This is an optimization exercise on Yosys and OpenROAD, whose aim is small area and a short achievable clock period, not a production implementation.
RTL that was checked went through simulation tests only; none was proved equivalent to the original.
Power figures rest on the tool's default switching activity, not on a simulated workload.

==> branch pepper <==
==> flow/design.v (excerpt) <==
module mem_responder #(
   parameter int DATA_W      = 16,
   parameter int ADDR_W      = 8,
   parameter int WAIT_CYCLES = 2,
   parameter int PROT_LIMIT  = 16
) (
   input  logic              clk,
   input  logic              reset,
   input  logic [15:0]       mem_addr,
   input  logic [DATA_W-1:0] mem_data_in,
   input  logic              mem_rd,
   input  logic              mem_wr,
   output logic [DATA_W-1:0] mem_data_out,
   output logic              mem_ready,
   output logic              mem_busy,
   output logic              mem_err
);
==> module mem_responder, before the edit <==
module mem_responder #(
   parameter int DATA_W      = 16,
   parameter int ADDR_W      = 8,
   parameter int WAIT_CYCLES = 2,
   parameter int PROT_LIMIT  = 16
) (
   input  logic              clk,
   input  logic              reset,
   input  logic [15:0]       mem_addr,
   input  logic [DATA_W-1:0] mem_data_in,
   input  logic              mem_rd,
   input  logic              mem_wr,
   output logic [DATA_W-1:0] mem_data_out,
   output logic              mem_ready,
   output logic              mem_busy,
   output logic              mem_err
);
   localparam int NW   = 256;            
   localparam int TSTP = 3;              
   localparam int ISTP = 5;              
   localparam int NT   = (NW - 1) / TSTP + 1;    
   localparam int NI   = (NW - 1) / ISTP + 1;    
   logic c1_q, c2_q, c3_q, rdy_q, busy_q, erro_q;
   logic accept;
   logic err_q;
   assign accept = ~busy_q & (mem_rd | mem_wr);
   always_ff @(posedge clk or posedge reset) begin
      if (reset) begin
         c1_q   <= 1'b0;
         c2_q   <= 1'b0;
         c3_q   <= 1'b0;
         rdy_q  <= 1'b0;
         busy_q <= 1'b0;
         erro_q <= 1'b0;
      end else begin
         c1_q   <= accept;
         c2_q   <= c1_q;
         c3_q   <= c2_q;
         rdy_q  <= c3_q;
         busy_q <= accept | c1_q | c2_q | c3_q;
         erro_q <= c3_q & err_q;
      end
   end
   assign mem_busy  = busy_q;
   assign mem_ready = rdy_q;
   assign mem_err   = erro_q;
   logic              take;
   logic              oor_in;
   logic [7:0]        t_q;           
   logic [7:0]        tn;
   logic [3:0]        tl_q;          
   logic [7:0]        tm_q, th_q;
   logic [3:0]        lo_q, lo_d;    
   logic [7:0]        mid_q, mid_d;
   logic [7:0]        hi_q, hi_d;
   logic              oor_q, oor_d;
   logic              pw_q, pw_d;    
   logic [DATA_W-1:0] wdata_q;
   assign take   = accept & ~reset;
   assign oor_in = mem_addr[15:8] != 8'd0;
   assign oor_d  = take ? oor_in : oor_q;
   assign pw_d   = take ? (mem_wr & ~mem_rd & ~oor_in) : pw_q;
   assign tn     = t_q + 8'd2;
   logic [3:0] wl;
   logic [7:0] wm, wh;
   logic [3:0] lo_t;
   logic [7:0] mid_t0, mid_t1, hi_t0, hi_t1;
   logic       b0, b1, mlt, mle;
   always_comb begin
      wl = 4'd1 << mem_addr[1:0];
      wm = 8'd1 << mem_addr[4:2];
      wh = 8'd1 << mem_addr[7:5];
      lo_t = '0;
      mid_t0 = '0;
      mid_t1 = '0;
      hi_t0 = '0;
      hi_t1 = '0;
      b0 = 1'b0;
      mlt = 1'b0;
      mle = 1'b0;
      for (int k = 0; k < 4; k++)
         for (int j = 0; j < 4; j++)
            lo_t[k] = lo_t[k] | (wl[j] & tl_q[(j - k + 4) % 4]);
      for (int j = 0; j < 4; j++)
         for (int m = j + 1; m < 4; m++)
            b0 = b0 | (wl[j] & tl_q[m]);
      for (int k = 0; k < 8; k++)
         for (int j = 0; j < 8; j++) begin
            mid_t0[k] = mid_t0[k] | (wm[j] & tm_q[(j - k + 8) % 8]);
            mid_t1[k] = mid_t1[k] | (wm[j] & tm_q[(j - k + 7) % 8]);
            hi_t0[k]  = hi_t0[k]  | (wh[j] & th_q[(j - k + 8) % 8]);
            hi_t1[k]  = hi_t1[k]  | (wh[j] & th_q[(j - k + 7) % 8]);
         end
      for (int j = 0; j < 8; j++)
         for (int m = j; m < 8; m++) begin
            if (m > j) mlt = mlt | (wm[j] & tm_q[m]);
            mle = mle | (wm[j] & tm_q[m]);
         end
      b1 = b0 ? mle : mlt;
   end
   always_comb begin
      if (take) begin
         lo_d  = lo_t;
         mid_d = b0 ? mid_t1 : mid_t0;
         hi_d  = b1 ? hi_t1 : hi_t0;
      end else begin
         lo_d  = {lo_q[0], lo_q[3:1]};
         mid_d = lo_q[0] ? {mid_q[0], mid_q[7:1]} : mid_q;
         hi_d  = (lo_q[0] & mid_q[0]) ? {hi_q[0], hi_q[7:1]} : hi_q;
      end
   end
   always_ff @(posedge clk) begin
      t_q   <= t_q + 8'd1;
      tl_q  <= 4'd1 << tn[1:0];
      tm_q  <= 8'd1 << tn[4:2];
      th_q  <= 8'd1 << tn[7:5];
      lo_q  <= lo_d;
      mid_q <= mid_d;
      hi_q  <= hi_d;
      oor_q <= oor_d;
      pw_q  <= pw_d;
      if (take) begin
         err_q   <= (mem_rd & mem_wr) | oor_in;
         wdata_q <= mem_data_in;
      end
   end
   logic [NI-1:0] ins_q;    
   logic [NT-1:0] tap_q;    
   for (genvar i = 0; i < NI; i++) begin : g_ins
      localparam int S = i * ISTP;
      always_ff @(posedge clk) ins_q[i] <= pw_d & hi_d[S / 32] & mid_d[(S / 4) % 8] & lo_d[S % 4];
   end
   for (genvar i = 0; i < NT; i++) begin : g_tap
      localparam int S = i * TSTP;
      always_ff @(posedge clk) tap_q[i] <= ~oor_d & hi_d[S / 32] & mid_d[(S / 4) % 8] & lo_d[S % 4];
   end
   function automatic int pol(input int s);
      int n;
      n = 0;
      for (int k = s; k < NW; k++) begin
         if (((k + 1) % NW) % ISTP == 0) n = n + 1;
      end
      pol = n % 2;
   endfunction
   logic [DATA_W-1:0] ring [NW];
   for (genvar s = 0; s < NW; s++) begin : g_slot
      localparam int NXT = (s + 1) % NW;
      if (NXT % ISTP == 0) begin : g_mux
         localparam bit P = pol(s) != 0;
         always_ff @(posedge clk) ring[s] <= ~(ins_q[NXT / ISTP] ? (wdata_q ^ {DATA_W{~P}}) : ring[NXT]);
      end else begin : g_shift
         always_ff @(posedge clk) ring[s] <= ring[NXT];
      end
   end
   logic [DATA_W-1:0] rmux;
   logic [DATA_W-1:0] rdata_q;
   always_comb begin
      rmux = '0;
      for (int i = 0; i < NT; i++) begin
         rmux = rmux | ({DATA_W{tap_q[i]}} & (ring[i * TSTP] ^ {DATA_W{pol(i * TSTP) != 0}}));
      end
   end
   always_ff @(posedge clk) begin
      rdata_q <= (c1_q ? '0 : rdata_q) | rmux;
   end
   assign mem_data_out = rdata_q;
endmodule
Settings: LEC_CHECK=0, CAP_MARGIN=20, CORE_MARGIN=2, CORE_UTILIZATION=60, CTS_BUF_LIST=sky130_fd_sc_hd__clkbuf_8 sky130_fd_sc_hd__clkbuf_16, CTS_CLUSTER_DIAMETER=70, CTS_CLUSTER_SIZE=30, SETUP_SLACK_MARGIN=1.9, SLEW_MARGIN=20; clock period 4.0 ns.
run.sh (not shown) runs the stock make flow with config.mk's settings and CLKGATE_MAP_FILE= SYNTH_SCRIPT=/design/flow/synth_recipe.tcl, a recipe that flattens the netlist after the stock synthesis.
==> branch lagoon (differences from branch pepper) <==
==> flow/design.v (replaced) <==
module mem_responder #(
   parameter int DATA_W      = 16,
   parameter int ADDR_W      = 8,
   parameter int WAIT_CYCLES = 2,
   parameter int PROT_LIMIT  = 16
) (
   input  logic              clk,
   input  logic              reset,
   input  logic [15:0]       mem_addr,
   input  logic [DATA_W-1:0] mem_data_in,
   input  logic              mem_rd,
   input  logic              mem_wr,
   output logic [DATA_W-1:0] mem_data_out,
   output logic              mem_ready,
   output logic              mem_busy,
   output logic              mem_err
);
   localparam int NR = 64;    
   localparam int RW = 6;     
   logic c1_q, c2_q, c3_q, rdy_q, busy_q, erro_q;
   logic accept;
   assign accept = ~busy_q & (mem_rd | mem_wr);
   always_ff @(posedge clk or posedge reset) begin
      if (reset) begin
         c1_q   <= 1'b0;
         c2_q   <= 1'b0;
         c3_q   <= 1'b0;
         rdy_q  <= 1'b0;
         busy_q <= 1'b0;
         erro_q <= 1'b0;
      end else begin
         c1_q   <= accept;
         c2_q   <= c1_q;
         c3_q   <= c2_q;
         rdy_q  <= c3_q;
         busy_q <= accept | c1_q | c2_q | c3_q;
         erro_q <= c3_q & err_q;
      end
   end
   assign mem_busy  = busy_q;
   assign mem_ready = rdy_q;
   assign mem_err   = erro_q;
   logic          take;
   logic          oor_in;
   logic [RW-1:0] ring_q;
   logic [1:0]    j_q;
   logic          oor_q;
   logic          err_q;
   logic [DATA_W-1:0] wdata_q;
   logic          pw_q;       
   logic [1:0]    ph_q;       
   logic          ins_now;
   assign take    = accept & ~reset;
   assign oor_in  = mem_addr[15:8] != 8'd0;
   assign ins_now = pw_q & (ph_q == j_q);
   always_ff @(posedge clk) begin
      ph_q <= ph_q + 2'd1;
      if (take) begin
         ring_q  <= mem_addr[7:2];
         j_q     <= mem_addr[1:0];
         oor_q   <= oor_in;
         err_q   <= (mem_rd & mem_wr) | oor_in;
         wdata_q <= mem_data_in;
         pw_q    <= mem_wr & ~mem_rd & ~oor_in;
      end else if (ins_now) begin
         pw_q    <= 1'b0;
      end
   end
   logic [NR-1:0]     rsel;
   logic [DATA_W-1:0] tap0 [NR];
   logic [DATA_W-1:0] tap2 [NR];
   always_comb begin
      rsel = '0;
      rsel[ring_q] = 1'b1;
   end
   for (genvar r = 0; r < NR; r++) begin : g_ring
      logic [DATA_W-1:0] s0, s1, s2, s3;
      always_ff @(posedge clk) begin
         s0 <= s1;
         s1 <= s2;
         s2 <= s3;
         s3 <= (ins_now & rsel[r]) ? wdata_q : s0;
      end
      assign tap0[r] = s0;
      assign tap2[r] = s2;
   end
   logic [1:0]        slot;
   logic              hit;
   logic [DATA_W-1:0] rmux;
   logic [DATA_W-1:0] rdata_q;
   assign slot = j_q - ph_q;
   assign hit  = ~slot[0];
   always_comb begin
      rmux = '0;
      for (int r = 0; r < NR; r++) begin
         rmux = rmux | ({DATA_W{rsel[r]}} & (slot[1] ? tap2[r] : tap0[r]));
      end
   end
   always_ff @(posedge clk) begin
      if ((c1_q | c2_q | c3_q) & hit) begin
         rdata_q <= oor_q ? '0 : rmux;
      end
   end
   assign mem_data_out = rdata_q;
endmodule
CORE_UTILIZATION = 65   (was 60)
CTS_BUF_LIST = default   (was sky130_fd_sc_hd__clkbuf_8 sky130_fd_sc_hd__clkbuf_16)
CTS_CLUSTER_DIAMETER = default   (was 70)
CTS_CLUSTER_SIZE = default   (was 30)
SETUP_SLACK_MARGIN = 2.0   (was 1.9)
SYNTH_MEMORY_MAX_BITS = 8192   (was default)
==> comparison table <==
| quantity | branch lagoon | branch pepper |
|---|---|---|
| Outcome | finished clean | finished clean |
| Wire length of the first global-routing pass | 469 mm | 498 mm |
| Total CTS buffers | 384 | 168 |
| Non-clock buffers, area share | 0.0744 | 0.0334 |
| Yosys warns | 3 | 2 |
| Total power of the final layout | 83400 µW | 67000 µW |
| Clock group | 36500 µW | 21000 µW |
| Finished Layout Cells | 11400 | 9941 |
| Avg Inst Size Synth | 14.3 µm² | 14.6 µm² |
| Clock-pin slew of the registers on the worst-case setup and hold paths | 0.06 ns | 0.11 ns |
| Clock Sinks | 4147 | 4323 |
| Post-route fraction of the period consumed by the critical path | 0.975 | 0.603 |
| Seq. pwr | 42900 µW | 43300 µW |
| Full die area | 0.178 mm² | 0.181 mm² |
| Number of tap instances | 2325 | 2340 |
| Multiplexer share of the synthesized area | 0.173 | 0.0830 |
| H-tree level count | 5 | 4 |
| Fraction of final layout cells with drive strength greater than 1 | 0.306 | 0.123 |
| Avg WL per Cell | 30.4 µm | 38.4 µm |
Only the layout flow was run in branch lagoon; the RTL was not checked for function there.

## afterwards: timing with drivers on the ports
The results above use ideal ports. As a check the final layouts listed here were re-extracted and re-timed, cells and wires unchanged. Step 1 assumes that a clkbuf_16 drives the clock port and a buf_2 every other input. Step 2 times the ports against the registers' clock, not the clock port: input delays grow and output delays shrink by t, the midpoint of the rising clock arrivals with the driver on. Slacks: no drivers / after step 1 / after step 2; pairs: no drivers / after step 1.
run | t (ns) | setup WS [ns] | slew at the worst register clock pin (ns)
branch pepper | 0.946 | 1.590 / 1.590 / 0.738 | 0.12 / 0.12
branch lagoon | 1.046 | 0.100 / 0.100 / 0.100 | 0.07 / 0.07
After both steps setup and hold are still met in every run listed. The setup slack of branch pepper, which loses most, moves by 0.000 ns with the drivers and by -0.852 ns with both steps.
